What follows belongs to an exercise in optimizing a design on an open flow for small area, a short achievable clock period and few clock cycles; a production flow would make more cautious choices.
The RTL was checked by simulation tests, not by an equivalence proof against the original design.
No activity file was given, so power comes from the tool's default toggle rates.

==> flow/design.v <==
module dpdr_ram #(
   parameter int N    = 1024,
   parameter int K    = 16,
   parameter int NWIN = 16,
   parameter int WOFF = 32
) (
   input  logic                    clock,
   input  logic                    wr_en,
   input  logic [$clog2(N/K)-1:0]  wr_tap,
   input  logic [7:0]              wr_data,
   output logic [7:0]              tap_old,
   input  logic [$clog2(NWIN)-1:0] rd_win,
   output logic [63:0]             rd_data
);
   localparam int NT = N / K;
   localparam int WS = N / NWIN;
   logic [8*N-1:0] ring;
   logic [8*N-1:0] ring_in;
   logic [7:0]     tap_q [NT];
   logic [63:0]    win_q [NWIN];
   always_comb begin
      ring_in = {ring[7:0], ring[8*N-1:8]};
      for (int j = 0; j < NT; j++) begin
         if (wr_en && (wr_tap == j)) begin
            ring_in[8*((j*K+N-1)%N) +: 8] = wr_data;
         end
      end
   end
   always_ff @(posedge clock) begin
      ring <= ring_in;
   end
   always_comb begin
      for (int j = 0; j < NT; j++) tap_q[j] = ring[8*(j*K) +: 8];
      for (int i = 0; i < NWIN; i++) win_q[i] = ring[8*((WOFF+i*WS)%N) +: 64];
   end
   assign tap_old = tap_q[wr_tap];
   assign rd_data = win_q[rd_win];
endmodule
module dirty_page_display_refresh_core
(
   input  logic                                clock,
   input  logic                                reset,
   input  logic                                req_valid,
   output logic                                req_stall,
   input  logic [7:0]                          req_byte,
   input  logic                                req_frame_start,
   output logic                                rsp_valid,
   input  logic                                rsp_stall,
   output logic                                rsp_is_data,
   output logic [63:0]                         rsp_payload,
   output logic [3:0]                          rsp_byte_count,
   output logic                                rsp_write_end,
   output logic                                rsp_last,
   input  logic                                csr_valid,
   output logic                                csr_ready,
   input  logic [1:0]                          csr_index,
   input  logic [7:0]                          csr_wdata
);
   localparam int N    = 1024;
   localparam int K    = 16;
   localparam int NWIN = 16;
   localparam int WOFF = 32;
   localparam int LK = $clog2(K);
   localparam int NT = N / K;
   localparam int LT = $clog2(NT);
   localparam int WS = N / NWIN;
   localparam int LS = $clog2(WS);
   localparam int LW = $clog2(NWIN);
   logic [7:0] cols_ff;     
   logic [3:0] pages_ff;    
   assign csr_ready = 1'b1;
   always_ff @(posedge clock) begin
      if (reset) begin
         cols_ff <= 8'd128;
         pages_ff <= 4'd8;
      end else if (csr_valid) begin
         if (csr_index == 2'd0) begin
            if (csr_wdata == 8'd0) cols_ff <= 8'd1;
            else if (csr_wdata > 8'd128) cols_ff <= 8'd128;
            else cols_ff <= csr_wdata;
         end else if (csr_index == 2'd1) begin
            if (csr_wdata[3:0] == 4'd0) pages_ff <= 4'd1;
            else if (csr_wdata[3:0] > 4'd8) pages_ff <= 4'd8;
            else pages_ff <= csr_wdata[3:0];
         end
      end
   end
   logic [9:0] t_ff;
   always_ff @(posedge clock) begin
      if (reset) t_ff <= '0;
      else t_ff <= t_ff + 10'd1;
   end
   logic           ram_wr_en;
   logic [LT-1:0]  ram_wr_tap;
   logic [7:0]     ram_wr_data;
   logic [7:0]     ram_old;
   logic [LW-1:0]  ram_rd_win;
   logic [63:0]    ram_rd_data;
   dpdr_ram #(.N(N), .K(K), .NWIN(NWIN), .WOFF(WOFF)) u_ring (
      .clock  (clock),
      .wr_en  (ram_wr_en),
      .wr_tap (ram_wr_tap),
      .wr_data(ram_wr_data),
      .tap_old(ram_old),
      .rd_win (ram_rd_win),
      .rd_data(ram_rd_data)
   );
   logic       stall_ff;
   logic       take;
   assign req_stall = stall_ff;
   assign take = req_valid && !stall_ff;
   logic [6:0] col_ff;
   logic [2:0] page_ff;
   logic       first_ff;
   logic [6:0] p_col;
   logic [2:0] p_page;
   logic       p_end;
   logic       p_wrap;
   logic [9:0] p_slot;
   logic [9:0] slot_pos;
   logic [9:0] slot_zero;
   assign p_col  = req_frame_start ? 7'd0 : col_ff;
   assign p_page = req_frame_start ? 3'd0 : page_ff;
   assign p_end  = req_frame_start ? (cols_ff == 8'd1) : (({1'b0, col_ff} + 8'd1) >= cols_ff);
   assign p_wrap = req_frame_start ? (pages_ff == 4'd1) : (({1'b0, page_ff} + 4'd1) >= pages_ff);
   assign slot_pos = {page_ff, col_ff} - t_ff - 10'd1;
   assign slot_zero = 10'd0 - t_ff - 10'd1;
   assign p_slot = req_frame_start ? slot_zero : slot_pos;
   always_ff @(posedge clock) begin
      if (reset) begin
         col_ff <= '0;
         page_ff <= '0;
         first_ff <= 1'b1;
      end else if (take) begin
         if (p_end) begin
            col_ff <= '0;
            if (p_wrap) begin
               page_ff <= '0;
               first_ff <= 1'b0;
            end else begin
               page_ff <= p_page + 3'd1;
            end
         end else begin
            col_ff <= p_col + 7'd1;
            page_ff <= p_page;
         end
      end
   end
   logic       q_valid [2];
   logic [7:0] q_byte  [2];
   logic [9:0] q_slot  [2];
   logic [2:0] q_page  [2];
   logic       q_end   [2];
   logic       q_fs    [2];
   logic       q_first [2];
   logic          q_al;      
   logic [LT-1:0] q_tap;     
   logic [7:0] pend_ff;      
   logic       w_go;
   logic       q0_from_1;
   logic       q0_from_in;
   logic       q1_from_in;
   logic       q0_valid_next;
   logic       q1_valid_next;
   logic [9:0] q0_slot_next;
   logic [9:0] q1_slot_next;
   assign w_go = q_valid[0] && q_al && !pend_ff[q_page[0]];
   always_comb begin
      q0_from_1 = 1'b0;
      q0_from_in = 1'b0;
      q1_from_in = 1'b0;
      if (!q_valid[0] || w_go) begin
         if (q_valid[1]) begin
            q0_from_1 = 1'b1;
            q1_from_in = take;
         end else begin
            q0_from_in = take;
         end
      end else begin
         q1_from_in = take;
      end
      q0_valid_next = q0_from_1 || q0_from_in || (q_valid[0] && !w_go);
      q1_valid_next = q1_from_in || (q_valid[1] && !q0_from_1);
      if (q0_from_1) q0_slot_next = q_slot[1] - 10'd1;
      else if (q0_from_in) q0_slot_next = p_slot;
      else q0_slot_next = q_slot[0] - 10'd1;
      if (q1_from_in) q1_slot_next = p_slot;
      else q1_slot_next = q_slot[1] - 10'd1;
   end
   always_ff @(posedge clock) begin
      if (reset) begin
         q_valid[0] <= 1'b0;
         q_valid[1] <= 1'b0;
         stall_ff <= 1'b0;
      end else begin
         q_valid[0] <= q0_valid_next;
         q_valid[1] <= q1_valid_next;
         stall_ff <= q1_valid_next;
      end
   end
   always_ff @(posedge clock) begin
      q_slot[0] <= q0_slot_next;
      q_slot[1] <= q1_slot_next;
      q_al <= (q0_slot_next[LK-1:0] == '0);
      q_tap <= q0_slot_next[9:LK];
      if (q0_from_1) begin
         q_byte[0] <= q_byte[1];
         q_page[0] <= q_page[1];
         q_end[0] <= q_end[1];
         q_fs[0] <= q_fs[1];
         q_first[0] <= q_first[1];
      end else if (q0_from_in) begin
         q_byte[0] <= req_byte;
         q_page[0] <= p_page;
         q_end[0] <= p_end;
         q_fs[0] <= req_frame_start;
         q_first[0] <= first_ff;
      end
      if (q1_from_in) begin
         q_byte[1] <= req_byte;
         q_page[1] <= p_page;
         q_end[1] <= p_end;
         q_fs[1] <= req_frame_start;
         q_first[1] <= first_ff;
      end
   end
   assign ram_wr_en   = w_go;
   assign ram_wr_tap  = q_tap;
   assign ram_wr_data = q_byte[0];
   logic       d_valid;
   logic [7:0] d_old;
   logic [7:0] d_new;
   logic [2:0] d_page;
   logic       d_end;
   logic       d_fs;
   logic       d_first;
   logic       changed_ff;
   logic       d_ch;
   logic       d_send;
   assign d_ch = (!d_fs && changed_ff) || (d_old != d_new);
   assign d_send = d_valid && d_end && (d_ch || d_first);
   always_ff @(posedge clock) begin
      if (reset) begin
         d_valid <= 1'b0;
         changed_ff <= 1'b0;
      end else begin
         d_valid <= w_go;
         if (d_valid) changed_ff <= d_end ? 1'b0 : d_ch;
      end
   end
   always_ff @(posedge clock) begin
      d_old <= ram_old;
      d_new <= q_byte[0];
      d_page <= q_page[0];
      d_end <= q_end[0];
      d_fs <= q_fs[0];
      d_first <= q_first[0];
   end
   logic [2:0] sq [8];
   logic [2:0] sq_rd;
   logic [2:0] sq_wr;
   logic [3:0] sq_count;
   logic       sq_pop;
   always_ff @(posedge clock) begin
      if (reset) begin
         sq_rd <= '0;
         sq_wr <= '0;
         sq_count <= '0;
      end else begin
         if (d_send) sq_wr <= sq_wr + 3'd1;
         if (sq_pop) sq_rd <= sq_rd + 3'd1;
         sq_count <= sq_count + 4'(d_send) - 4'(sq_pop);
      end
   end
   always_ff @(posedge clock) begin
      if (d_send) sq[sq_wr] <= d_page;
   end
   logic          r_act;
   logic [2:0]    r_page;
   logic [1:0]    r_step;     
   logic [3:0]    r_word;
   logic [9:0]    r_slot;
   logic          r_match;
   logic [LW-1:0] r_win;
   logic [3:0]    r_count;
   logic          r_final;
   logic          r_done;
   logic        out_free;
   logic        load;
   logic        adv;
   logic [9:0]  r_slot_next;
   logic [3:0]  r_word_next;
   logic [7:0]  r_rem_next;
   logic [9:0]  r_slot_new;
   logic [9:0]  r_slot_adv;
   logic [9:0]  r_slot_dec;
   logic [63:0] r_data;
   logic        rsp_valid_ff;
   logic        o_is_data;
   logic [63:0] o_payload;
   logic [3:0]  o_count;
   logic        o_wend;
   logic        o_last;
   assign out_free = !rsp_valid_ff || !rsp_stall;
   assign load = out_free && r_act && ((r_step != 2'd3) || r_match);
   assign adv = load && (r_step == 2'd3);
   assign r_done = adv && r_final;
   assign sq_pop = (!r_act || r_done) && (sq_count != 4'd0);
   assign r_slot_new = {sq[sq_rd], 7'd0} - t_ff - 10'd1;
   assign r_slot_adv = r_slot + 10'd7;
   assign r_slot_dec = r_slot - 10'd1;
   always_comb begin
      if (sq_pop) begin
         r_slot_next = r_slot_new;
         r_word_next = 4'd0;
      end else if (adv) begin
         r_slot_next = r_slot_adv;
         r_word_next = r_word + 4'd1;
      end else begin
         r_slot_next = r_slot_dec;
         r_word_next = r_word;
      end
   end
   assign r_rem_next = cols_ff - {1'b0, r_word_next, 3'd0};
   always_ff @(posedge clock) begin
      if (reset) begin
         r_act <= 1'b0;
         r_step <= '0;
      end else begin
         if (sq_pop) begin
            r_act <= 1'b1;
            r_step <= 2'd0;
         end else if (r_done) begin
            r_act <= 1'b0;
         end else if (load && (r_step != 2'd3)) begin
            r_step <= r_step + 2'd1;
         end
      end
   end
   always_ff @(posedge clock) begin
      if (sq_pop) r_page <= sq[sq_rd];
      r_word <= r_word_next;
      r_slot <= r_slot_next;
      r_match <= (r_slot_next[LS-1:0] == LS'(WOFF));
      r_win <= LW'(r_slot_next[9:LS] - 10'(WOFF >> LS));
      r_final <= r_rem_next <= 8'd8;
      r_count <= (r_rem_next <= 8'd8) ? r_rem_next[3:0] : 4'd8;
   end
   always_comb begin
      r_data = '0;
      for (int i = 0; i < 8; i++) begin
         if (4'(i) < r_count) r_data[8*i +: 8] = ram_rd_data[8*i +: 8];
      end
   end
   assign ram_rd_win = r_win;
   always_ff @(posedge clock) begin
      if (reset) begin
         pend_ff <= '0;
      end else begin
         for (int i = 0; i < 8; i++) begin
            if (w_go && q_end[0] && (q_page[0] == 3'(i))) begin
               pend_ff[i] <= 1'b1;
            end else if (d_valid && d_end && !d_send && (d_page == 3'(i))) begin
               pend_ff[i] <= 1'b0;
            end else if (r_done && (r_page == 3'(i))) begin
               pend_ff[i] <= 1'b0;
            end
         end
      end
   end
   always_ff @(posedge clock) begin
      if (reset) begin
         rsp_valid_ff <= 1'b0;
         o_is_data <= 1'b0;
         o_payload <= '0;
         o_count <= '0;
         o_wend <= 1'b0;
         o_last <= 1'b0;
      end else if (out_free) begin
         rsp_valid_ff <= load;
         if (load) begin
            o_is_data <= (r_step == 2'd3);
            case (r_step)
               2'd0: o_payload <= {56'd0, 8'hB0 + {5'd0, r_page}};
               2'd1: o_payload <= 64'h00;
               2'd2: o_payload <= 64'h10;
               default: o_payload <= r_data;
            endcase
            o_count <= (r_step == 2'd3) ? r_count : 4'd1;
            o_wend <= (r_step != 2'd3) || r_final || (r_word[2:0] == 3'd7);
            o_last <= (r_step == 2'd3) && r_final;
         end
      end
   end
   assign rsp_valid = rsp_valid_ff;
   assign rsp_is_data = o_is_data;
   assign rsp_payload = o_payload;
   assign rsp_byte_count = o_count;
   assign rsp_write_end = o_wend;
   assign rsp_last = o_last;
endmodule
==> flow/run.sh <==
#!/bin/bash
# synth_recipe.tcl (not shown) runs the flow's synth.tcl, then flattens the netlist and writes it again
# the make line also repeats each setting of config.mk as NAME=value (left out here)
make -C /OpenROAD-flow-scripts/flow DESIGN_CONFIG=/design/flow/config.mk WORK_HOME=/design/flow/orfs CLKGATE_MAP_FILE= SYNTH_SCRIPT=/design/flow/synth_recipe.tcl finish
==> flow/config.mk <==
export PLATFORM = sky130hd
export DESIGN_NAME = dirty_page_display_refresh_core
export DESIGN_NICKNAME = dirty_page_display_refresh_core
export VERILOG_FILES = /design/flow/design.v
export SDC_FILE = /design/flow/constraint.sdc
export NUM_CORES = 8
export LEC_CHECK = 0
export ABC_CLOCK_PERIOD_IN_PS = 3000
export CAP_MARGIN = 20
export CORE_MARGIN = 2
export CORE_UTILIZATION = 50
export CTS_BUF_LIST = sky130_fd_sc_hd__clkbuf_16
export CTS_CLUSTER_DIAMETER = 60
export CTS_CLUSTER_SIZE = 30
export PLACE_DENSITY = 0.6
export SETUP_SLACK_MARGIN = 5
export SLEW_MARGIN = 20
export SYNTH_MEMORY_MAX_BITS = 16384
==> flow/constraint.sdc <==
create_clock -name core_clock -period 8.0 [get_ports {clock}]
set_input_delay 1.6000 -clock core_clock [delete_from_list [all_inputs] [get_ports {clock}]]
set_output_delay 1.6000 -clock core_clock [all_outputs]
set_load 0.01 [all_outputs]
==> flow_summary.ini, run 1 <==
[floorplanning]
core_um2 = 379000
fp-row-count = 226
die_h_um = 621
die_area_um2 = 385000
die_w_um = 621
num_io_pins = 98
start_util_pct = 50.2

[route]
postRouteAntennaNets = 0
via_per_inst = 4.82
drc = 0
drtIter0Drc = 7270
dr.pass1.iters = 6
vias = 82800
drt_wl_total_um = 461000
wire_per_inst_um = 26.8

[layout]
final_nets = 11900
final_cell_mix = dfxtp_1 (8309), a22oi_1 (567), mux2_2 (516)
postLayoutCoreUtil_pct = 56.8
drive_above_1_share_pct = 15.4
final_cells = 17200
final_common_cell = dfxtp_1
area_growth_pct = 13.2

[clock_network]
clk_latency_ns = 1.02
htreeDepth = 5
cts_buffers = 437
cts_buffer_depth = 4
clk_pin_slew_ns = 0.10
cts.sinks = 8443
clock-root-buffer = clkbuf_16
tritoncts = done

[yosys]
synth_edf_count = 55
syn-num-nets = 11400
ys_ff_latch = 8443
ys_types = 79
ys_async_sr_fraction_pct = 0
netlist_area_um2 = 190000
yosysWarnings = 11
seq_area_frac_synth_pct = 89.1
netlist_instances = 11300
synth-main-ff-cell = dfxtp_1
synth.avg_cell_area_um2 = 16.9

[setup_path]
cp_max_fo = 2
cp.buffers_inverters = 1
cp_slowest_cell = dfxtp_4
endpoint_kind = output port
worst-setup-path-type = reg -> out
cp_data_arrival_time_ns = 1.54
r2r_cells = 9
crit_path_start_kind = flop
max_stage_delay_ns = 0.41
path_depth = 1
cp_data_required_time_ns = 6.40
path_cells = buf_6
path_delay_family = flip-flops

[power]
switchingPower_mw = 16.7
p_comb_share_pct = 3.6
peakVddDrop_uv = 222
p_seq_share_pct = 59.7
switching_share_pct = 23.4
power_density_nw_per_um2 = 330
power_frac_clock_pct = 36.6
p_leak_nw = 85.4
p_total_mw = 71.2
p_int_mw = 54.5

[grt]
grt_max_degree = 63
grt.overflow.total = 0
met1_usage_pct = 32.7
use_met3_pct = 6.08
busiest_layer = met2
grtUsageMet2_pct = 35.3
grt_pass1_wl_um = 625000
grt_pass1_vias = 80000
grt_usage_pct = 23.4
antenna_found_initial = 90

[placement]
dp_cells = 16300
dp_slack_ns = 2.48
post-dp-hpwl_um = 323000
gp_congestion = 0.956
portBuffers = 96

[timing]
slew_headroom_pct = 16.7
rsz0062_at_grt = yes
fin_crit_sh_pct = 39.3
slew_violations = 0
finalSetupViolations = 0
finalSetupTns_ns = 0
hold_viol_final = 0
max_freq_ghz = 0.318
layout_setup_ws_ns = 4.86
worst_slew_pin_slew_ns = 1.25
fin_skew_ns = 0.0731
post-route-min-period_ns = 3.14

[hold_path]
whs_path_depth = 0
hp-class = reg -> reg

[run]
maxCapViolations = 0

[status]
status = complete, no violations
## state kept, by name, summed over array words and instances (netlist names), 6 cells and up, named ones only
name / flops
r_slot: 7
t_ff: 10
q_page: 6
col_ff: 7
d_old: 8
pend_ff: 8
u_ring.ring: 8192
q_byte: 16
cols_ff: 8
o_payload: 64
sq: 24
d_new: 8
q_slot: 19
## final cells by class
type / count / area (µm²)
clock buffers: 443 / 11100
inverters: 56 / 220
fillers: 29300 / 164000
diodes: 21 / 52.6
well taps: 5016 / 6280
clock inverters: 365 / 4480
multi-input cells: 2534 / 20400
flip-flops and latches: 8443 / 170000
repair buffers: 303 / 3050
## power by group through the flow
| stage | Sequential [mW] | Combinational (mW) | Clock [mW] |
|---|---|---|---|
| after floorplan | 43.3 | 1.30 | 0 |
| after global placement | 43.5 | 2.43 | 0 |
| after detailed placement | 43.5 | 2.39 | 0 |
| after CTS | 42.5 | 2.52 | 26.6 |
| after global routing | 42.6 | 2.68 | 28.1 |
| final | 42.5 | 2.58 | 26.1 |
## synth_stat cells (7+ instances only)
cell type	count	share of area [%]
buf_1	26	0.051
dfxtp_1	8388	88
inv_1	55	0.11
o221ai_1	64	0.29
nand4bb_1	8	0.047
and3_1	15	0.049
buf_2	47	0.12
a21oi_1	190	0.50
nor4_1	16	0.053
nor2_8	10	0.11
nor3_1	39	0.10
mux2i_1	11	0.058
o2111ai_1	7	0.032
nor2_2	18	0.059
or3_1	11	0.036
xor2_1	28	0.13
a22oi_1	580	2.3
o21ai_0	48	0.13
mux2_2	516	3.1
nor3b_1	20	0.079
nand2b_1	17	0.056
o22ai_1	7	0.023
edfxtp_1	55	0.87
nand2_2	23	0.076
xnor2_1	32	0.15
mux4_2	8	0.095
nand2_1	227	0.45
nor2b_1	9	0.030
a22o_1	58	0.27
clkbuf_1	167	0.33
a221oi_1	58	0.27
ha_1	53	0.35
nor2_1	140	0.28
a21o_1	12	0.047
nand4_1	123	0.40
nand3_1	76	0.20
## per-layer routing
metal  vias to the layer above  routed length (µm)
li1                      38600                   -
met1                     40600              210000
met2                      2799              197000
met3                       758               36400
met4                        12               18100
met5                         -                  70
## cells by family after synthesis
| family | share of synthesized area [%] |
|---|---|
| AOI/OAI and AO/OA | 4.07 |
| muxes | 3.21 |
| and+or+nand+nor | 2.27 |
| xor gates and xnor gates | 0.276 |
| other | 0.00197 |
| buffers and inverters | 0.656 |
| adders and majority gates | 0.391 |
| DFF | 89.1 |
## final timing paths
path                              startpoint                         to  slack (ns)
setup / recovery  o_payload[60]$_SDFFE_PP0P_            rsp_payload[60]        4.86
hold / removal     u_ring.ring[6190]$_DFF_P_  u_ring.ring[6182]$_DFF_P_        0.28
setup reg to reg        q_slot[0][7]$_DFF_P_           d_old[5]$_DFF_P_        4.91
hold reg to reg    u_ring.ring[6190]$_DFF_P_  u_ring.ring[6182]$_DFF_P_        0.28
## repair_timing
item	in CTS	in global routing
gates cloned	2	2
resized for setup	698	30
setup endpoints to repair	702	291
pin swaps	32	12
hold buffers	0	0
buffers inserted	55	11
## stage by stage
stage	cell area, µm²	hold WS (ns)
5_1_grt	215000	0.286
3_5_place_dp	198000	0.312
3_3_place_gp	198000	0.310
6_report	215000	0.280
4_1_cts	215000	0.278
2_1_floorplan	190000	0.310
Testbench counts, summed over its fixed seeds: cycles 50,839.
==> run 2: changes to the inputs <==
--- a/flow/design.v
+++ b/flow/design.v
@@ -59,7 +59,7 @@
    localparam int N    = 1024;
    localparam int K    = 16;
    localparam int NWIN = 16;
-   localparam int WOFF = 32;
+   localparam int WOFF = 5;
    localparam int LK = $clog2(K);
    localparam int NT = N / K;
    localparam int LT = $clog2(NT);
--- a/flow/config.mk
+++ b/flow/config.mk
@@ -10,7 +10,7 @@
 export CORE_MARGIN = 2
 export CORE_UTILIZATION = 50
 export CTS_BUF_LIST = sky130_fd_sc_hd__clkbuf_16
-export CTS_CLUSTER_DIAMETER = 60
+export CTS_CLUSTER_DIAMETER = 80
 export CTS_CLUSTER_SIZE = 30
 export PLACE_DENSITY = 0.6
 export SETUP_SLACK_MARGIN = 5
==> run 2 against run 1 <==
  * Largest cell class unchanged
  * Critical path type unchanged
  * Total power is 8.6% lower
  * Non-clock buffer count is 74 lower
  * Die area hardly changed
  * Sequential cell count stayed put
  * Maximum frequency is 0.79% lower
  * First-iteration DRC count is 20% higher
  * Still clean on timing, DRC and antenna
  * Register-to-register slack worse by 0.04 ns
  * Sequential power hardly changed
  * Highest routed layer unchanged
  * Sequential share of layout area is 2.7 points higher
  * Critical path depth stayed put
==> flow_summary.ini, run 2 <==
[status]
status = complete, no violations

[yosys]
seq_area_frac_synth_pct = 89.2
synth.avg_cell_area_um2 = 16.9
ys_async_sr_fraction_pct = 0
yosysTopAreaCell = dfxtp_1
yosysTopAreaCellShare_pct = 88.3
yosysWarnings = 11
synthTopCellsByCount = dfxtp_1 (8388), a22oi_1 (595), mux2_2 (498), nand2_1 (216)
ys_ff_latch = 8443
synth-main-ff-cell = dfxtp_1
ys_types = 81
synth_edf_count = 55
synthTopCellsByArea = dfxtp_1 (88%), mux2_2 (2.9%), a22oi_1 (2.3%), edfxtp_1 (0.87%), a21oi_1 (0.51%)
yosysMostFrequentCell = dfxtp_1
netlist_instances = 11300
netlist_area_um2 = 190000
syn-num-nets = 11400

[grt]
grt_pass1_vias = 80500
grt_pass1_wl_um = 649000
grt.overflow.total = 0
grt_max_degree = 66
antenna_found_initial = 80
grt_usage_pct = 24.7

[setup_path]
endpoint_kind = output port
regToRegStartpoint = q_tap[5]$_DFF_P_
reg2reg_to = d_old[1]$_DFF_P_
path_cells = buf_6
crit_path_start_kind = flop
regToRegSetupSlack_ns = 4.87
cp_max_fo = 2
r2r_cells = 8
path_delay_family = flip-flops
cp.buffers_inverters = 1
worst-setup-path-type = reg -> out
max_stage_delay_ns = 0.45
cp_slowest_cell = dfxtp_4
cp_data_required_time_ns = 6.40
cp_data_arrival_time_ns = 1.57

[floorplanning]
die_h_um = 621
core_um2 = 379000
start_util_pct = 50.2
num_io_pins = 98
die_area_um2 = 385000
die_w_um = 621
fp-row-count = 226

[layout]
drive_above_1_share_pct = 11.9
final_nets = 11700
area_growth_pct = 9.57
top_register = u_ring.ring
top_regs = u_ring.ring x8192, o_payload x64, sq x24
largest_reg_flops = 8192
final_cell_mix = dfxtp_1 (8308), a22oi_1 (587), mux2_2 (497)
postLayoutCoreUtil_pct = 55.0
final_common_cell = dfxtp_1

[clock_network]
cts.sinks = 8443
clk_latency_ns = 1.00
cts_hold_buffers = 0
clock-root-buffer = clkbuf_16
tritoncts = done
cts_buffer_depth = 4
clk_pin_slew_ns = 0.10
cts_buffers = 333
htreeDepth = 5

[run]
maxCapViolations = 0

[route]
dr.pass1.iters = 10
vias = 83500
drc = 0
postRouteAntennaNets = 0
wire_per_inst_um = 29.0
via_per_inst = 4.99
drt_wl_total_um = 484000
drtIter0Drc = 8760

[power]
power_density_nw_per_um2 = 312
p_leak_nw = 81.7
peakVddDrop_uv = 285
p_total_mw = 65.1

[placement]
gp_congestion = 1.02
portBuffers = 96
post-dp-hpwl_um = 342000

[timing]
slew_violations = 0
finalSetupViolations = 0
hold_viol_final = 0
finalSetupTns_ns = 0
post-route-min-period_ns = 3.17
worst_slew_pin_slew_ns = 1.16
rsz0062_at_grt = yes
fin_skew_ns = 0.0811
slew_headroom_pct = 22.6
max_freq_ghz = 0.316
fin_crit_sh_pct = 39.6

[hold_path]
hp-start = u_ring.ring[7198]$_DFF_P_
min_to = u_ring.ring[7190]$_DFF_P_
whs_path_depth = 0
hp-class = reg -> reg
-- run 2: layout make-up --
| cell class | instances | area, µm² |
|---|---|---|
| Sequential cell | 8443 | 170000 |
| Fill cell | 29900 | 171000 |
| Antenna cell | 66 | 165 |
| Multi-Input combinational cell | 2515 | 20100 |
| Inverter | 56 | 214 |
| Tap cell | 5016 | 6280 |
| Clock buffer | 337 | 8430 |
| Timing Repair Buffer | 229 | 2420 |
| Clock inverter | 59 | 940 |
-- run 2: repair_timing --
action                     in CTS  in global routing
pin swaps                      12                 14
setup endpoints to repair     757                244
hold endpoints to repair        0                  0
gates resized for setup       595                 56
setup buffers                  29                 10
cloned                          1                  0
-- run 2: routing by layer --
layer | vias up | GRT usage, % | part of all wire, %
li1 | 37800 | - | -
met1 | 41500 | 33.2 | 43
met2 | 3187 | 37.3 | 43
met3 | 1023 | 5.76 | 7.7
met4 | 22 | 12.4 | 5.9
met5 | - | 0.379 | 0.083
-- run 2: power by group --
group	switching [mW]	leakage (nW)	internal (mW)	total, mW
combinational	1.74	8.96	0.626	2.37
clock	12.2	4.60	7.94	20.2
sequential	0.282	68.1	42.3	42.5
-- run 2: logic make-up after synthesis --
group | count (synthesis) | share of synthesized area, %
simple gates | 778 | 2.20
flops | 8443 | 89.2
compound gates | 1077 | 4.06
xor+xnor | 61 | 0.281
fa+ha+maj | 57 | 0.391
other cells | 1 | 0.00197
mux | 541 | 3.24
buf+inv | 316 | 0.654
-- run 2: how the worst max path moves through the flow --
stage,from,end,slack [ns],depth (start not counted)
after floorplan,rsp_stall,r_count[1]$_SDFF_PN0_,4.21,16
after global placement,rsp_stall,sq_count[2]$_SDFF_PP0_,2.68,13
after detailed placement,rsp_stall,sq_count[2]$_SDFF_PP0_,2.84,13
after CTS,o_payload[63]$_SDFFE_PP0P_,rsp_payload[63],4.76,1
after global routing,o_payload[63]$_SDFFE_PP0P_,rsp_payload[63],4.79,1
final,o_payload[63]$_SDFFE_PP0P_,rsp_payload[63],4.83,1
-- run 2: through the flow --
step | cells | hold WS, ns | setup WS (ns) | cell area (µm²)
3_3_place_gp | 16200 | 0.310 | 2.68 | 198000
2_1_floorplan | 11300 | 0.310 | 4.21 | 190000
3_5_place_dp | 16200 | 0.312 | 2.84 | 198000
6_report | 16700 | 0.283 | 4.83 | 208000
4_1_cts | 16600 | 0.285 | 4.76 | 208000
5_1_grt | 16700 | 0.284 | 4.79 | 208000
Testbench counts of run 2, summed over its fixed seeds: cycles 50,737.
==> run 3: changes to the inputs <==
--- a/flow/design.v
+++ b/flow/design.v
@@ -6,7 +6,8 @@
 ) (
    input  logic                    clock,
    input  logic                    wr_en,
-   input  logic [$clog2(N/K)-1:0]  wr_tap,
+   input  logic [N/K/8-1:0]        wr_tap_hi,    
+   input  logic [7:0]              wr_tap_lo,    
    input  logic [7:0]              wr_data,
    output logic [7:0]              tap_old,
    input  logic [$clog2(NWIN)-1:0] rd_win,
@@ -21,8 +22,10 @@
    always_comb begin
       ring_in = {ring[7:0], ring[8*N-1:8]};
       for (int j = 0; j < NT; j++) begin
-         if (wr_en && (wr_tap == j)) begin
-            ring_in[8*((j*K+N-1)%N) +: 8] = wr_data;
+         if (wr_en && wr_tap_hi[j/8] && wr_tap_lo[j%8]) begin
+            ring_in[8*((j*K+N-1)%N) +: 8] = ~(wr_data ^ {8{j[0]}});
+         end else begin
+            ring_in[8*((j*K+N-1)%N) +: 8] = ~ring[8*(j*K) +: 8];
          end
       end
    end
@@ -33,7 +36,15 @@
       for (int j = 0; j < NT; j++) tap_q[j] = ring[8*(j*K) +: 8];
       for (int i = 0; i < NWIN; i++) win_q[i] = ring[8*((WOFF+i*WS)%N) +: 64];
    end
-   assign tap_old = tap_q[wr_tap];
+   logic [7:0] tap_grp [NT/8];
+   always_comb begin
+      for (int h = 0; h < NT/8; h++) begin
+         tap_grp[h] = '0;
+         for (int l = 0; l < 8; l++) tap_grp[h] |= tap_q[8*h+l] & {8{wr_tap_lo[l]}};
+      end
+      tap_old = '0;
+      for (int h = 0; h < NT/8; h++) tap_old |= tap_grp[h] & {8{wr_tap_hi[h]}};
+   end
    assign rd_data = win_q[rd_win];
 endmodule
 module dirty_page_display_refresh_core
@@ -91,7 +102,8 @@
       else t_ff <= t_ff + 10'd1;
    end
    logic           ram_wr_en;
-   logic [LT-1:0]  ram_wr_tap;
+   logic [NT/8-1:0] ram_wr_tap_hi;
+   logic [7:0]     ram_wr_tap_lo;
    logic [7:0]     ram_wr_data;
    logic [7:0]     ram_old;
    logic [LW-1:0]  ram_rd_win;
@@ -99,7 +111,8 @@
    dpdr_ram #(.N(N), .K(K), .NWIN(NWIN), .WOFF(WOFF)) u_ring (
       .clock  (clock),
       .wr_en  (ram_wr_en),
-      .wr_tap (ram_wr_tap),
+      .wr_tap_hi(ram_wr_tap_hi),
+      .wr_tap_lo(ram_wr_tap_lo),
       .wr_data(ram_wr_data),
       .tap_old(ram_old),
       .rd_win (ram_rd_win),
@@ -153,8 +166,10 @@
    logic       q_end   [2];
    logic       q_fs    [2];
    logic       q_first [2];
-   logic          q_al;      
-   logic [LT-1:0] q_tap;     
+   logic            q_go;      
+   logic [NT/8-1:0] q_tap_hi;  
+   logic [7:0]      q_tap_lo;
+   logic [7:0]      pend_next;
    logic [7:0] pend_ff;      
    logic       w_go;
    logic       q0_from_1;
@@ -164,7 +179,8 @@
    logic       q1_valid_next;
    logic [9:0] q0_slot_next;
    logic [9:0] q1_slot_next;
-   assign w_go = q_valid[0] && q_al && !pend_ff[q_page[0]];
+   logic [2:0] q0_page_next;
+   assign w_go = q_go;
    always_comb begin
       q0_from_1 = 1'b0;
       q0_from_in = 1'b0;
@@ -186,23 +202,28 @@
       else q0_slot_next = q_slot[0] - 10'd1;
       if (q1_from_in) q1_slot_next = p_slot;
       else q1_slot_next = q_slot[1] - 10'd1;
+      if (q0_from_1) q0_page_next = q_page[1];
+      else if (q0_from_in) q0_page_next = p_page;
+      else q0_page_next = q_page[0];
    end
    always_ff @(posedge clock) begin
       if (reset) begin
          q_valid[0] <= 1'b0;
          q_valid[1] <= 1'b0;
+         q_go <= 1'b0;
          stall_ff <= 1'b0;
       end else begin
          q_valid[0] <= q0_valid_next;
          q_valid[1] <= q1_valid_next;
+         q_go <= q0_valid_next && (q0_slot_next[LK-1:0] == '0) && !pend_next[q0_page_next];
          stall_ff <= q1_valid_next;
       end
    end
    always_ff @(posedge clock) begin
       q_slot[0] <= q0_slot_next;
       q_slot[1] <= q1_slot_next;
-      q_al <= (q0_slot_next[LK-1:0] == '0);
-      q_tap <= q0_slot_next[9:LK];
+      for (int h = 0; h < NT/8; h++) q_tap_hi[h] <= (q0_slot_next[9:LK+3] == (LT-3)'(h));
+      for (int l = 0; l < 8; l++) q_tap_lo[l] <= (q0_slot_next[LK+2:LK] == 3'(l));
       if (q0_from_1) begin
          q_byte[0] <= q_byte[1];
          q_page[0] <= q_page[1];
@@ -225,10 +246,12 @@
       end
    end
    assign ram_wr_en   = w_go;
-   assign ram_wr_tap  = q_tap;
+   assign ram_wr_tap_hi = q_tap_hi;
+   assign ram_wr_tap_lo = q_tap_lo;
    assign ram_wr_data = q_byte[0];
    logic       d_valid;
-   logic [7:0] d_old;
+   logic [7:0] d_old;       
+   logic       d_inv;
    logic [7:0] d_new;
    logic [2:0] d_page;
    logic       d_end;
@@ -237,7 +260,7 @@
    logic       changed_ff;
    logic       d_ch;
    logic       d_send;
-   assign d_ch = (!d_fs && changed_ff) || (d_old != d_new);
+   assign d_ch = (!d_fs && changed_ff) || ((d_old ^ {8{d_inv}}) != d_new);
    assign d_send = d_valid && d_end && (d_ch || d_first);
    always_ff @(posedge clock) begin
       if (reset) begin
@@ -250,6 +273,7 @@
    end
    always_ff @(posedge clock) begin
       d_old <= ram_old;
+      d_inv <= q_slot[0][LK];
       d_new <= q_byte[0];
       d_page <= q_page[0];
       d_end <= q_end[0];
@@ -353,22 +377,24 @@
       end
    end
    assign ram_rd_win = r_win;
-   always_ff @(posedge clock) begin
-      if (reset) begin
-         pend_ff <= '0;
-      end else begin
-         for (int i = 0; i < 8; i++) begin
-            if (w_go && q_end[0] && (q_page[0] == 3'(i))) begin
-               pend_ff[i] <= 1'b1;
-            end else if (d_valid && d_end && !d_send && (d_page == 3'(i))) begin
-               pend_ff[i] <= 1'b0;
-            end else if (r_done && (r_page == 3'(i))) begin
-               pend_ff[i] <= 1'b0;
-            end
+   always_comb begin
+      for (int i = 0; i < 8; i++) begin
+         if (w_go && q_end[0] && (q_page[0] == 3'(i))) begin
+            pend_next[i] = 1'b1;
+         end else if (d_valid && d_end && !d_send && (d_page == 3'(i))) begin
+            pend_next[i] = 1'b0;
+         end else if (r_done && (r_page == 3'(i))) begin
+            pend_next[i] = 1'b0;
+         end else begin
+            pend_next[i] = pend_ff[i];
          end
       end
    end
    always_ff @(posedge clock) begin
+      if (reset) pend_ff <= '0;
+      else pend_ff <= pend_next;
+   end
+   always_ff @(posedge clock) begin
       if (reset) begin
          rsp_valid_ff <= 1'b0;
          o_is_data <= 1'b0;
--- a/flow/config.mk
+++ b/flow/config.mk
@@ -8,11 +8,11 @@
 export ABC_CLOCK_PERIOD_IN_PS = 3000
 export CAP_MARGIN = 20
 export CORE_MARGIN = 2
-export CORE_UTILIZATION = 50
+export CORE_UTILIZATION = 60
 export CTS_BUF_LIST = sky130_fd_sc_hd__clkbuf_16
 export CTS_CLUSTER_DIAMETER = 80
 export CTS_CLUSTER_SIZE = 30
-export PLACE_DENSITY = 0.6
+export PLACE_DENSITY = 0.7
 export SETUP_SLACK_MARGIN = 5
 export SLEW_MARGIN = 20
 export SYNTH_MEMORY_MAX_BITS = 16384
==> run 3 against run 2 <==
  * Still clean
  * Register-to-register slack better by 0.02 ns
  * Die area shrank 17%
  * Clock power fell by 2%
  * Maximum frequency is 0.51% lower
  * Sequential cell count is 17 higher
==> flow_summary.ini, run 3 <==
[clock_network]
htreeDepth = 5
cts_buffer_depth = 4
cts_buffers = 327
clock-root-buffer = clkbuf_16
cts.sinks = 8460
clk_pin_slew_ns = 0.11
clk_latency_ns = 0.98
tritoncts = done

[setup_path]
path_delay_family = flip-flops
cp_max_fo = 2
cp_slowest_cell = dfxtp_4
cp_data_arrival_time_ns = 1.58
crit_path_start_kind = flop
regToRegSetupSlack_ns = 4.89
regToRegStartpoint = q_tap_lo[4]$_DFF_P_
cp_data_required_time_ns = 6.40
endpoint_kind = output port
reg2reg_to = d_old[1]$_DFF_P_
worst-setup-path-type = reg -> out
r2r_cells = 5
max_stage_delay_ns = 0.46
path_cells = buf_6
cp.buffers_inverters = 1

[power]
power_density_nw_per_um2 = 330
p_total_mw = 67.8
peakVddDrop_uv = 259
p_leak_nw = 82.7

[yosys]
synth.avg_cell_area_um2 = 16.3
syn-num-nets = 11700
netlist_area_um2 = 190000
yosysMostFrequentCell = dfxtp_1
synthTopCellsByCount = dfxtp_1 (8408), a22oi_1 (640), a21oi_1 (432), nor2_1 (430), clkbuf_1 (291)
seq_area_frac_synth_pct = 89.5
yosysTopAreaCell = dfxtp_1
synthTopCellsByArea = dfxtp_1 (89%), a22oi_1 (2.5%), mux2i_1 (1.4%), a21oi_1 (1.1%), nor2_1 (0.85%)
yosysWarnings = 12
synth-main-ff-cell = dfxtp_1
ys_ff_latch = 8460
ys_async_sr_fraction_pct = 0
ys_types = 73
synth_edf_count = 52
netlist_instances = 11700
yosysTopAreaCellShare_pct = 88.7

[floorplanning]
die_area_um2 = 321000
die_w_um = 566
fp-row-count = 206
start_util_pct = 60.3
core_um2 = 315000
num_io_pins = 98
die_h_um = 566

[layout]
fill_cells = 21300
area_growth_pct = 8.35
final_common_cell = dfxtp_1
final_cells = 16100
drive_above_1_share_pct = 6.35
final_nets = 11900
largest_reg_flops = 8192
top_regs = u_ring.ring x8192, o_payload x64, sq x24
final_cell_mix = dfxtp_1 (8319), a22oi_1 (639), a21oi_1 (426)
top_register = u_ring.ring

[route]
wire_per_inst_um = 25.6
postRouteAntennaNets = 0
vias = 82900
drc = 0
drt_wl_total_um = 411000
drtIter0Drc = 7797
dr.pass1.iters = 8
via_per_inst = 5.15

[timing]
hold_viol_final = 0
slew_violations = 0
max_freq_ghz = 0.314
post-route-min-period_ns = 3.18
fin_skew_ns = 0.0689
finalSetupViolations = 0
slew_headroom_pct = 6.73
worst_slew_pin_slew_ns = 1.40
fin_crit_sh_pct = 39.8
rsz0062_at_grt = yes
finalSetupTns_ns = 0

[grt]
grt_pass1_vias = 80700
grt_usage_pct = 25.1
grt.overflow.total = 0
grt_pass1_wl_um = 575000
grt_max_degree = 80
antenna_found_initial = 56

[hold_path]
hp-start = u_ring.ring[814]$_DFF_P_
whs_path_depth = 0
hp-class = reg -> reg
min_to = u_ring.ring[806]$_DFF_P_

[placement]
post-dp-hpwl_um = 281000
dp_cells = 15700
portBuffers = 96
gp_congestion = 0.991

[status]
status = complete, no violations

[run]
maxCapViolations = 0
[run 3: area by class of cell]
type | instances | area [µm²] | share of cell area (%)
sequential | 8460 | 170000 | 82.8
multi-input combinational | 2803 | 18800 | 9.15
clock buffer | 331 | 8280 | 4.03
tap | 4160 | 5200 | 2.53
clock inverter | 47 | 793 | 0.386
antenna | 14 | 35.0 | 0.0170
timing repair buffer | 206 | 1990 | 0.967
timing repair inverter | 1 | 7.51 | 0.00365
inverter | 66 | 267 | 0.130
[run 3: cells by family after synthesis]
family          synth area share [%]
compound gates                  4.85
flops                           89.5
other cells                  0.00198
fa+ha+maj                      0.392
xor+xnor                       0.295
buf+inv                        0.824
mux                             1.53
simple gates                    2.56
[run 3: what timing repair did]
item | in CTS | in global routing
pin swaps | 14 | 17
endpoints found under the setup margin | 216 | 127
hold buffers | 0 | 0
resized for setup | 583 | 42
buffers inserted | 26 | 9
cloned | 2 | 0
[run 3: metal layers]
layer	GRT usage [%]	wire length [µm]	up-vias
met3	4.09	26500	727
met1	35.9	186000	40800
met2	37.5	176000	2737
met5	0	345	-
li1	-	-	38600
met4	12.2	22400	18
[run 3: how the worst max path moves through the flow]
| stage | end | slack, ns | start | cells past startpoint |
|---|---|---|---|---|
| CTS | rsp_payload[63] | 4.75 | o_payload[63]$_SDFFE_PP0P_ | 1 |
| floorplan | r_count[1]$_SDFF_PN0_ | 4.10 | rsp_stall | 16 |
| finish | rsp_payload[23] | 4.82 | o_payload[23]$_SDFFE_PP0P_ | 1 |
| detailed placement | r_count[1]$_SDFF_PN0_ | 2.77 | rsp_stall | 12 |
| global placement | r_count[1]$_SDFF_PN0_ | 2.72 | rsp_stall | 12 |
| global route | rsp_payload[63] | 4.81 | o_payload[63]$_SDFFE_PP0P_ | 1 |
[run 3: through the flow]
| step | util [%] | setup WS [ns] | hold slack (ns) | instance area [µm²] |
|---|---|---|---|---|
| 2_1_floorplan | - | 4.10 | 0.310 | 190000 |
| 3_3_place_gp | 62.1 | 2.72 | 0.310 | 195000 |
| 3_5_place_dp | 62.1 | 2.77 | 0.312 | 195000 |
| 4_1_cts | 65.2 | 4.75 | 0.296 | 205000 |
| 5_1_grt | 65.3 | 4.81 | 0.299 | 206000 |
| 6_report | 65.3 | 4.82 | 0.303 | 206000 |
[run 3: power breakdown]
group | internal [mW] | switching (mW)
logic | 1.73 | 3.45
registers | 42.4 | 0.462
clock network | 7.70 | 12.0
Testbench counts of run 3, summed over its fixed seeds: cycles 50,737.
==> run 4: changes to the inputs <==
--- a/flow/design.v
+++ b/flow/design.v
@@ -5,9 +5,10 @@
    parameter int WOFF = 32
 ) (
    input  logic                    clock,
-   input  logic                    wr_en,
-   input  logic [N/K/8-1:0]        wr_tap_hi,    
-   input  logic [7:0]              wr_tap_lo,    
+   input  logic [N/K/8-1:0]        wr_hi,        
+   input  logic [7:0]              wr_lo,        
+   input  logic [N/K/8-1:0]        rd_hi,        
+   input  logic [7:0]              rd_lo,        
    input  logic [7:0]              wr_data,
    output logic [7:0]              tap_old,
    input  logic [$clog2(NWIN)-1:0] rd_win,
@@ -22,7 +23,7 @@
    always_comb begin
       ring_in = {ring[7:0], ring[8*N-1:8]};
       for (int j = 0; j < NT; j++) begin
-         if (wr_en && wr_tap_hi[j/8] && wr_tap_lo[j%8]) begin
+         if (wr_hi[j/8] && wr_lo[j%8]) begin
             ring_in[8*((j*K+N-1)%N) +: 8] = ~(wr_data ^ {8{j[0]}});
          end else begin
             ring_in[8*((j*K+N-1)%N) +: 8] = ~ring[8*(j*K) +: 8];
@@ -40,10 +41,10 @@
    always_comb begin
       for (int h = 0; h < NT/8; h++) begin
          tap_grp[h] = '0;
-         for (int l = 0; l < 8; l++) tap_grp[h] |= tap_q[8*h+l] & {8{wr_tap_lo[l]}};
+         for (int l = 0; l < 8; l++) tap_grp[h] |= tap_q[8*h+l] & {8{rd_lo[l]}};
       end
       tap_old = '0;
-      for (int h = 0; h < NT/8; h++) tap_old |= tap_grp[h] & {8{wr_tap_hi[h]}};
+      for (int h = 0; h < NT/8; h++) tap_old |= tap_grp[h] & {8{rd_hi[h]}};
    end
    assign rd_data = win_q[rd_win];
 endmodule
@@ -101,18 +102,20 @@
       if (reset) t_ff <= '0;
       else t_ff <= t_ff + 10'd1;
    end
-   logic           ram_wr_en;
-   logic [NT/8-1:0] ram_wr_tap_hi;
-   logic [7:0]     ram_wr_tap_lo;
+   logic [NT/8-1:0] ram_wr_hi;
+   logic [7:0]     ram_wr_lo;
+   logic [NT/8-1:0] ram_rd_hi;
+   logic [7:0]     ram_rd_lo;
    logic [7:0]     ram_wr_data;
    logic [7:0]     ram_old;
    logic [LW-1:0]  ram_rd_win;
    logic [63:0]    ram_rd_data;
    dpdr_ram #(.N(N), .K(K), .NWIN(NWIN), .WOFF(WOFF)) u_ring (
       .clock  (clock),
-      .wr_en  (ram_wr_en),
-      .wr_tap_hi(ram_wr_tap_hi),
-      .wr_tap_lo(ram_wr_tap_lo),
+      .wr_hi  (ram_wr_hi),
+      .wr_lo  (ram_wr_lo),
+      .rd_hi  (ram_rd_hi),
+      .rd_lo  (ram_rd_lo),
       .wr_data(ram_wr_data),
       .tap_old(ram_old),
       .rd_win (ram_rd_win),
@@ -169,6 +172,10 @@
    logic            q_go;      
    logic [NT/8-1:0] q_tap_hi;  
    logic [7:0]      q_tap_lo;
+   logic [NT/8-1:0] q_wr_hi;   
+   logic [7:0]      q_wr_lo;
+   logic            q0_al_next;
+   logic            q0_go_next;
    logic [7:0]      pend_next;
    logic [7:0] pend_ff;      
    logic       w_go;
@@ -181,6 +188,7 @@
    logic [9:0] q1_slot_next;
    logic [2:0] q0_page_next;
    assign w_go = q_go;
+   assign q0_go_next = q0_valid_next && q0_al_next && !pend_next[q0_page_next];
    always_comb begin
       q0_from_1 = 1'b0;
       q0_from_in = 1'b0;
@@ -197,9 +205,17 @@
       end
       q0_valid_next = q0_from_1 || q0_from_in || (q_valid[0] && !w_go);
       q1_valid_next = q1_from_in || (q_valid[1] && !q0_from_1);
-      if (q0_from_1) q0_slot_next = q_slot[1] - 10'd1;
-      else if (q0_from_in) q0_slot_next = p_slot;
-      else q0_slot_next = q_slot[0] - 10'd1;
+      if (q0_from_1) begin
+         q0_slot_next = q_slot[1] - 10'd1;
+         q0_al_next = (q_slot[1][LK-1:0] == LK'(1));
+      end else if (q0_from_in) begin
+         q0_slot_next = p_slot;
+         q0_al_next = req_frame_start ? (t_ff[LK-1:0] == '1)
+                                      : (col_ff[LK-1:0] == t_ff[LK-1:0] + LK'(1));
+      end else begin
+         q0_slot_next = q_slot[0] - 10'd1;
+         q0_al_next = (q_slot[0][LK-1:0] == LK'(1));
+      end
       if (q1_from_in) q1_slot_next = p_slot;
       else q1_slot_next = q_slot[1] - 10'd1;
       if (q0_from_1) q0_page_next = q_page[1];
@@ -215,15 +231,21 @@
       end else begin
          q_valid[0] <= q0_valid_next;
          q_valid[1] <= q1_valid_next;
-         q_go <= q0_valid_next && (q0_slot_next[LK-1:0] == '0) && !pend_next[q0_page_next];
+         q_go <= q0_go_next;
          stall_ff <= q1_valid_next;
       end
    end
    always_ff @(posedge clock) begin
       q_slot[0] <= q0_slot_next;
       q_slot[1] <= q1_slot_next;
-      for (int h = 0; h < NT/8; h++) q_tap_hi[h] <= (q0_slot_next[9:LK+3] == (LT-3)'(h));
-      for (int l = 0; l < 8; l++) q_tap_lo[l] <= (q0_slot_next[LK+2:LK] == 3'(l));
+      for (int h = 0; h < NT/8; h++) begin
+         q_tap_hi[h] <= (q0_slot_next[9:LK+3] == (LT-3)'(h));
+         q_wr_hi[h] <= q0_go_next && (q0_slot_next[9:LK+3] == (LT-3)'(h));
+      end
+      for (int l = 0; l < 8; l++) begin
+         q_tap_lo[l] <= (q0_slot_next[LK+2:LK] == 3'(l));
+         q_wr_lo[l] <= q0_go_next && (q0_slot_next[LK+2:LK] == 3'(l));
+      end
       if (q0_from_1) begin
          q_byte[0] <= q_byte[1];
          q_page[0] <= q_page[1];
@@ -245,9 +267,10 @@
          q_first[1] <= first_ff;
       end
    end
-   assign ram_wr_en   = w_go;
-   assign ram_wr_tap_hi = q_tap_hi;
-   assign ram_wr_tap_lo = q_tap_lo;
+   assign ram_wr_hi = q_wr_hi;
+   assign ram_wr_lo = q_wr_lo;
+   assign ram_rd_hi = q_tap_hi;
+   assign ram_rd_lo = q_tap_lo;
    assign ram_wr_data = q_byte[0];
    logic       d_valid;
    logic [7:0] d_old;       
==> run 4 against run 3 <==
  * Still clean
  * Total power is 0.42% higher
  * Utilization grew 0.23 points
  * Sequential cell count up 16
  * Sequential power barely moved
  * Combinational power barely moved
  * Worst hold slack got worse by 0.0039 ns
  * Area after synthesis grew 0.36%
  * Routed wire length grew 4.1%
  * Critical path type unchanged
==> flow_summary.ini, run 4 <==
[layout]
drive_above_1_share_pct = 6.89
postLayoutCellArea_um2 = 207000
top_register = u_ring.ring
final_cell_mix = dfxtp_1 (8322), a22oi_1 (612), nor2_1 (450)
top_regs = u_ring.ring x8192, o_payload x64, sq x24
area_growth_pct = 8.52
fill_cells = 21400
final_common_cell = dfxtp_1
regArea_um2 = 171000
final_cells = 16200
final_nets = 12000
multi_input_area_um2 = 19400
largest_reg_flops = 8192

[floorplanning]
fp-row-count = 206
start_util_pct = 60.4
die_w_um = 567
die_h_um = 567
core_um2 = 315000
num_io_pins = 98
die_area_um2 = 322000

[placement]
portBuffers = 96
dp_cells = 15700
placed_cell_area_um2 = 196000
gp_congestion = 0.969
post-dp-hpwl_um = 287000

[route]
vias = 84000
via_per_inst = 5.19
drt_wl_total_um = 428000
wire_per_inst_um = 26.5
drc = 0
postRouteAntennaNets = 0
drtIter0Drc = 7590
dr.pass1.iters = 6

[clock_network]
cts_hold_buffers = 0
cts_buffer_depth = 4
htreeDepth = 5
clk_pin_slew_ns = 0.11
clock-root-buffer = clkbuf_16
clk_latency_ns = 0.97
tritoncts = done
cts_buffers = 328
cts.sinks = 8476

[power]
p_total_mw = 68.0
peakVddDrop_uv = 247
p_leak_nw = 83.3
power_density_nw_per_um2 = 329

[setup_path]
crit_path_start_kind = flop
path_delay_family = flip-flops
endpoint_kind = output port
cp_data_required_time_ns = 6.40
path_cells = buf_6
cp.buffers_inverters = 1
worst-setup-path-type = reg -> out
cp_data_arrival_time_ns = 1.59
max_stage_delay_ns = 0.48
cp_max_fo = 2
regToRegSetupSlack_ns = 4.92
cp_slowest_cell = dfxtp_4

[yosys]
synth-main-ff-cell = dfxtp_1
syn-num-nets = 11800
seq_area_frac_synth_pct = 89.4
synth.avg_cell_area_um2 = 16.2
synth_edf_count = 52
yosysWarnings = 12
ys_types = 96
yosysMostFrequentCell = dfxtp_1
netlist_area_um2 = 190000
ys_async_sr_fraction_pct = 0
yosysTopAreaCellShare_pct = 88.6
synthTopCellsByCount = dfxtp_1 (8424), a22oi_1 (623), nor2_1 (462), a21oi_1 (444), mux2i_1 (271)
yosysTopAreaCell = dfxtp_1
ys_ff_latch = 8476
synthTopCellsByArea = dfxtp_1 (89%), a22oi_1 (2.5%), mux2i_1 (1.4%), a21oi_1 (1.2%), nor2_1 (0.91%)
netlist_instances = 11700

[timing]
finalSetupViolations = 0
post-route-min-period_ns = 3.19
fin_hold_ws_ns = 0.299
fin_crit_sh_pct = 39.9
finalSetupTns_ns = 0
slew_violations = 0
fin_skew_ns = 0.0528
worst_slew_pin_slew_ns = 1.17
rsz0062_at_grt = yes
hold_viol_final = 0
max_freq_ghz = 0.313
slew_headroom_pct = 21.9

[run]
maxCapViolations = 0

[grt]
grt.overflow.total = 0
grt_pass1_wl_um = 597000
antenna_found_initial = 62
grt_pass1_vias = 82400
grt_max_degree = 70
grt_usage_pct = 26.1

[status]
status = complete, no violations

[hold_path]
hp-class = reg -> reg
run 4: cell types whose count changed after synthesis, sizes merged, moves of 10 or more:
cell | before | now
nor2 | 430 | 462
a31oi | 11 | 1
nand2 | 205 | 220
buf | 48 | 94
a22oi | 640 | 623
nor2b | 27 | 17
dfxtp | 8408 | 8424
xor2 | 24 | 38
clkbuf | 292 | 241
a21oi | 433 | 446
inv | 66 | 55
nand3 | 69 | 79
run 4: cell type report:
cell class | instances | area share (%)
flip-flops and latches | 8476 | 82.5
multi-input cells | 2858 | 9.37
clock buffers | 332 | 4.02
well taps | 4160 | 2.52
repair buffers | 222 | 1.05
clock inverters | 46 | 0.366
inverters | 57 | 0.117
diodes | 27 | 0.0327
run 4: logic make-up after synthesis:
| group | Yosys count | synth area share (%) |
|---|---|---|
| xor+xnor | 70 | 0.322 |
| flops | 8476 | 89.4 |
| other cells | 1 | 0.00197 |
| fa+ha+maj | 59 | 0.403 |
| mux | 280 | 1.51 |
| buf+inv | 392 | 0.817 |
| compound gates | 1381 | 4.93 |
| simple gates | 1065 | 2.62 |
run 4: path summary, 6_finish.rpt:
kind,to,cells after the start,from
max,rsp_payload[62],1,o_payload[62]$_SDFFE_PP0P_
min,u_ring.ring[1728]$_DFF_P_,0,u_ring.ring[1736]$_DFF_P_
max reg2reg,d_old[0]$_DFF_P_,6,q_tap_lo[1]$_DFF_P_
min reg2reg,u_ring.ring[1728]$_DFF_P_,0,u_ring.ring[1736]$_DFF_P_
run 4: what timing repair did:
item / in CTS / in global routing
setup buffers: 22 / 16
pin swaps: 21 / 25
endpoints found under the hold margin: 0 / 0
gates cloned: 3 / 0
setup endpoints to repair: 257 / 143
resized for setup: 598 / 57
run 4: layer usage:
metal  wire, µm  share of wire, %  vias up  track usage, %
met4      24000               5.6       16            12.9
li1           -                 -    38900               -
met2     188000                44     2638            39.7
met1     192000                45    41700            37.0
met3      23900               5.6      741            3.64
met5         97             0.023        -               0
run 4: stage by stage:
step	setup slack, ns	util [%]
6_report	4.81	65.5
3_5_place_dp	3.06	62.3
2_1_floorplan	4.17	-
4_1_cts	4.77	65.4
5_1_grt	4.78	65.5
3_3_place_gp	3.10	62.3
run 4: power breakdown:
part / leakage (nW) / internal, mW / total, mW / switching, mW
clock network: 4.45 / 7.75 / 19.8 / 12.0
logic: 9.89 / 1.70 / 5.15 / 3.45
registers: 68.9 / 42.6 / 43.1 / 0.496
Testbench counts of run 4, summed over its fixed seeds: cycles 50,737.
==> run 5: changes to the inputs <==
--- a/flow/design.v
+++ b/flow/design.v
@@ -12,14 +12,16 @@
    input  logic [7:0]              wr_data,
    output logic [7:0]              tap_old,
    input  logic [$clog2(NWIN)-1:0] rd_win,
-   output logic [63:0]             rd_data
+   output logic [63:0]             rd_data       
 );
    localparam int NT = N / K;
    localparam int WS = N / NWIN;
    logic [8*N-1:0] ring;
    logic [8*N-1:0] ring_in;
    logic [7:0]     tap_q [NT];
-   logic [63:0]    win_q [NWIN];
+   logic [7:0]     win_q [NWIN];
+   logic [7:0]     rd_byte;
+   logic [55:0]    rd_hist;
    always_comb begin
       ring_in = {ring[7:0], ring[8*N-1:8]};
       for (int j = 0; j < NT; j++) begin
@@ -35,7 +37,7 @@
    end
    always_comb begin
       for (int j = 0; j < NT; j++) tap_q[j] = ring[8*(j*K) +: 8];
-      for (int i = 0; i < NWIN; i++) win_q[i] = ring[8*((WOFF+i*WS)%N) +: 64];
+      for (int i = 0; i < NWIN; i++) win_q[i] = ring[8*((WOFF+7+i*WS)%N) +: 8];
    end
    logic [7:0] tap_grp [NT/8];
    always_comb begin
@@ -46,7 +48,11 @@
       tap_old = '0;
       for (int h = 0; h < NT/8; h++) tap_old |= tap_grp[h] & {8{rd_hi[h]}};
    end
-   assign rd_data = win_q[rd_win];
+   assign rd_byte = win_q[rd_win];
+   always_ff @(posedge clock) begin
+      rd_hist <= {rd_byte, rd_hist[55:8]};
+   end
+   assign rd_data = {rd_byte, rd_hist};
 endmodule
 module dirty_page_display_refresh_core
 (
@@ -329,6 +335,9 @@
    logic [9:0]    r_slot;
    logic          r_match;
    logic [LW-1:0] r_win;
+   logic [LW-1:0] r_win_next;
+   logic [2:0]    r_age;      
+   logic [2:0]    r_age_next;
    logic [3:0]    r_count;
    logic          r_final;
    logic          r_done;
@@ -369,11 +378,15 @@
       end
    end
    assign r_rem_next = cols_ff - {1'b0, r_word_next, 3'd0};
+   assign r_win_next = LW'((r_slot_next - 10'(WOFF)) >> LS);
+   assign r_age_next = (r_win_next != r_win) ? 3'd0 : ((r_age == 3'd7) ? 3'd7 : r_age + 3'd1);
    always_ff @(posedge clock) begin
       if (reset) begin
          r_act <= 1'b0;
          r_step <= '0;
+         r_age <= '0;
       end else begin
+         r_age <= r_age_next;
          if (sq_pop) begin
             r_act <= 1'b1;
             r_step <= 2'd0;
@@ -388,8 +401,8 @@
       if (sq_pop) r_page <= sq[sq_rd];
       r_word <= r_word_next;
       r_slot <= r_slot_next;
-      r_match <= (r_slot_next[LS-1:0] == LS'(WOFF));
-      r_win <= LW'(r_slot_next[9:LS] - 10'(WOFF >> LS));
+      r_match <= (r_slot_next[LS-1:0] == LS'(WOFF)) && (r_age_next == 3'd7);
+      r_win <= r_win_next;
       r_final <= r_rem_next <= 8'd8;
       r_count <= (r_rem_next <= 8'd8) ? r_rem_next[3:0] : 4'd8;
    end
==> run 5 against run 4 <==
  * Still clean
  * Sequential share of layout area rose by 1.8 points
  * Maximum frequency fell by 11%
  * Die area fell by 1.6%
  * Routed wire length fell by 23%
  * Register-to-register slack got worse by 0.41 ns
  * Critical path depth is 13 higher
  * Critical endpoint is now r_age[0]$_SDFF_PP0_
==> flow_summary.ini, run 5 <==
[status]
status = complete, no violations

[grt]
grt_max_degree = 97
grt_pass1_vias = 73200
grt_pass1_wl_um = 474000
grt.overflow.total = 0
antenna_found_initial = 34
grt_usage_pct = 20.4

[layout]
final_common_cell = dfxtp_1
multi_input_area_um2 = 15500
final_nets = 11500
final_cell_mix = dfxtp_1 (8386), nor2_1 (452), a22oi_1 (359)
final_cells = 15600
area_growth_pct = 8.59
largest_reg_flops = 8192
fill_cells = 21000
drive_above_1_share_pct = 7.13
regArea_um2 = 172000
top_register = u_ring.ring
top_regs = u_ring.ring x8192, o_payload x64, u_ring.rd_hist x56

[route]
drtIter0Drc = 5590
postRouteAntennaNets = 0
dr.pass1.iters = 5
wl_met1_um = 160000
drc = 0
dr.max_layer_used = met5
drt_wl_total_um = 331000
wire_per_inst_um = 21.2
via_per_inst = 4.80
vias = 75000
wl_met2_um = 145000
wl_met3_um = 15200

[timing]
layout_setup_ws_ns = 4.42
max_freq_ghz = 0.279
hold_viol_final = 0
post-route-min-period_ns = 3.58
worst_slew_pin_slew_ns = 1.08
finalSetupViolations = 0
slew_violations = 0
rsz0062_at_grt = yes
slew_headroom_pct = 27.8
finalSetupTns_ns = 0
fin_crit_sh_pct = 44.8
fin_skew_ns = 0.0653

[yosys]
ys_async_sr_fraction_pct = 0
synthTopCellsByArea = dfxtp_1 (91%), mux2i_1 (1.5%), a22oi_1 (1.4%), a21oi_1 (0.94%), nor2_1 (0.92%)
synthTopCellsByCount = dfxtp_1 (8487), nor2_1 (460), a22oi_1 (359), a21oi_1 (351), mux2i_1 (283)
synth-main-ff-cell = dfxtp_1
yosysWarnings = 12
yosysMostFrequentCell = dfxtp_1
synth.avg_cell_area_um2 = 16.8
yosysTopAreaCell = dfxtp_1
yosysTopAreaCellShare_pct = 90.7
ys_types = 87
ys_ff_latch = 8539
netlist_area_um2 = 187000
synth_edf_count = 52
seq_area_frac_synth_pct = 91.5
netlist_instances = 11100
syn-num-nets = 11200

[clock_network]
cts_buffers = 328
cts.sinks = 8539
tritoncts = done
cts_hold_buffers = 0
clk_latency_ns = 0.98
htreeDepth = 5
clk_pin_slew_ns = 0.10
cts_buffer_depth = 4
clock-root-buffer = clkbuf_16

[setup_path]
endpoint_kind = flop
cp_slowest_cell = or4_4
max_stage_delay_ns = 0.54
r2r_cells = 11
cp_max_fo = 5
crit_path_start_kind = input port
path_delay_family = compound AO/OA/AOI/OAI gates
reg2reg_to = r_age[0]$_SDFF_PP0_
worst-setup-path-type = in -> reg
regToRegSetupSlack_ns = 4.51
cp_data_arrival_time_ns = 4.46
cp_common_cell = buf_8
cp.buffers_inverters = 3
path_cells = buf_8 > a21bo_4 > nor2_4 > clkinvlp_4 > buf_8 > ha_4 > a211oi_1 > o21ai_2 > o32a_1 > or4_4 > mux2_4 > o32ai_4 > o21bai_4 > a211oi_2
cp_data_required_time_ns = 8.87

[floorplanning]
fp-row-count = 205
start_util_pct = 60.2
die_area_um2 = 317000
die_h_um = 563
die_w_um = 563
core_um2 = 311000
num_io_pins = 98

[placement]
dp_cells = 15200
post-dp-hpwl_um = 210000
portBuffers = 96
gp_congestion = 0.840
dp_slack_ns = 2.21

[run]
maxCapViolations = 0

[hold_path]
hp-class = reg -> reg
whs_path_depth = 0
hp-start = u_ring.ring[5447]$_DFF_P_
min_to = u_ring.ring[5439]$_DFF_P_

[power]
p_leak_nw = 82.6
power_density_nw_per_um2 = 326
peakVddDrop_uv = 233
run 5: timing repair:
item | in CTS | in global routing
pin swaps | 20 | 33
gates cloned | 1 | 2
gates resized for setup | 522 | 91
endpoints found under the setup margin | 209 | 181
setup buffers | 39 | 24
run 5: kinds of logic after synthesis:
logic type / Yosys count / share of synthesized area (%)
other cells: 1 / 0.00200
xor+xnor: 73 / 0.349
buf+inv: 313 / 0.640
mux: 307 / 1.70
simple gates: 950 / 2.29
flops: 8539 / 91.5
fa+ha+maj: 62 / 0.429
compound gates: 886 / 3.08
run 5: layout make-up:
class	count	area share, %
sequential	8539	84.4
multi-input combinational	2280	7.62
clock inverter	39	0.290
timing repair buffer	197	0.940
antenna	11	0.0135
tap	4140	2.55
timing repair inverter	1	0.00430
clock buffer	333	4.10
inverter	70	0.144
run 5: how the worst max path moves through the flow:
| stage | start | endpoint | slack (ns) | cells after the start |
|---|---|---|---|---|
| floorplan | rsp_stall | r_age[0]$_SDFF_PP0_ | 3.46 | 14 |
| global placement | rsp_stall | r_age[0]$_SDFF_PP0_ | 2.17 | 14 |
| finish | rsp_stall | r_age[0]$_SDFF_PP0_ | 4.42 | 14 |
| global route | rsp_stall | r_age[0]$_SDFF_PP0_ | 4.32 | 15 |
| CTS | rsp_stall | r_age[0]$_SDFF_PP0_ | 4.40 | 16 |
| detailed placement | rsp_stall | r_age[0]$_SDFF_PP0_ | 2.21 | 14 |
run 5: worst reg2reg max path, stage by stage (launching register included):
cell and delay (ns):
dfxtp_1 0.52, mux4_2 0.56, mux2_2 0.30, ha_1 0.18, inv_1 0.06, fa_1 0.48
a211oi_4 0.32, xor2_2 0.25, mux2_4 0.35, o32ai_4 0.13, o21bai_4 0.11, a211oi_2 0.14
run 5: per-stage QoR:
stage	area [µm²]	utilization [%]	hold WS (ns)	total power, mW
floorplan	188000	-	0.310	45.9
global placement	193000	62.0	0.310	47.4
detailed placement	193000	62.0	0.312	47.5
CTS	203000	65.1	0.291	66.5
global route	203000	65.3	0.301	68.3
finish	203000	65.3	0.296	66.3
run 5: report_power, final:
group,internal [mW],total (mW),switching [mW]
Sequential,42.9,43.3,0.470
Clock,7.70,19.5,11.8
Combinational,1.15,3.49,2.33
run 5: layer usage:
layer | track usage, % | vias to the layer above
li1 | - | 36100
met1 | 30.0 | 36700
met2 | 31.4 | 1642
met3 | 2.69 | 518
met4 | 6.58 | 6
met5 | 0 | -
Testbench counts of run 5, summed over its fixed seeds: cycles 50,801.

afterwards: timing with drivers on the ports:
In the flow no input, the clock included, has a driving cell. The finished layouts below were timed again as built, in two steps.
Step 1 (the two cells are an assumption about what drives the block):
set clk [get_ports {clock}]
set_driving_cell -lib_cell sky130_fd_sc_hd__clkbuf_16 $clk
set_driving_cell -lib_cell sky130_fd_sc_hd__buf_2 [delete_from_list [all_inputs] $clk]
Step 2 moves the port delays by t, midway between the first and last clock arrival at a register: inputs arrive t later, outputs are due t later. That takes back most of the time a late clock gives input paths.
Three values: no drivers, after step 1, after step 2; two values: the first two.
run | t (ns) | slack for setup (ns) | hold WS [ns] | worst setup path after step 2 | worst register clock-pin slew, ns
run 1 | 1.081 | 4.859 / 4.751 / 3.989 | 0.280 / 0.280 / 0.280 | input to register | 0.11 / 0.11
run 2 | 1.078 | 4.833 / 4.718 / 4.021 | 0.283 / 0.283 / 0.283 | input to register | 0.12 / 0.12
run 3 | 1.042 | 4.817 / 4.721 / 3.948 | 0.303 / 0.303 / 0.303 | input to register | 0.12 / 0.12
run 4 | 1.056 | 4.808 / 4.696 / 4.028 | 0.299 / 0.299 / 0.299 | input to register | 0.12 / 0.12
run 5 | 1.032 | 4.416 / 4.454 / 3.422 | 0.296 / 0.296 / 0.296 | input to register | 0.11 / 0.11
After both steps setup and hold are still met in every run listed. The setup slack of run 5, which loses most, moves by +0.038 ns with the drivers and by -0.994 ns with both steps.
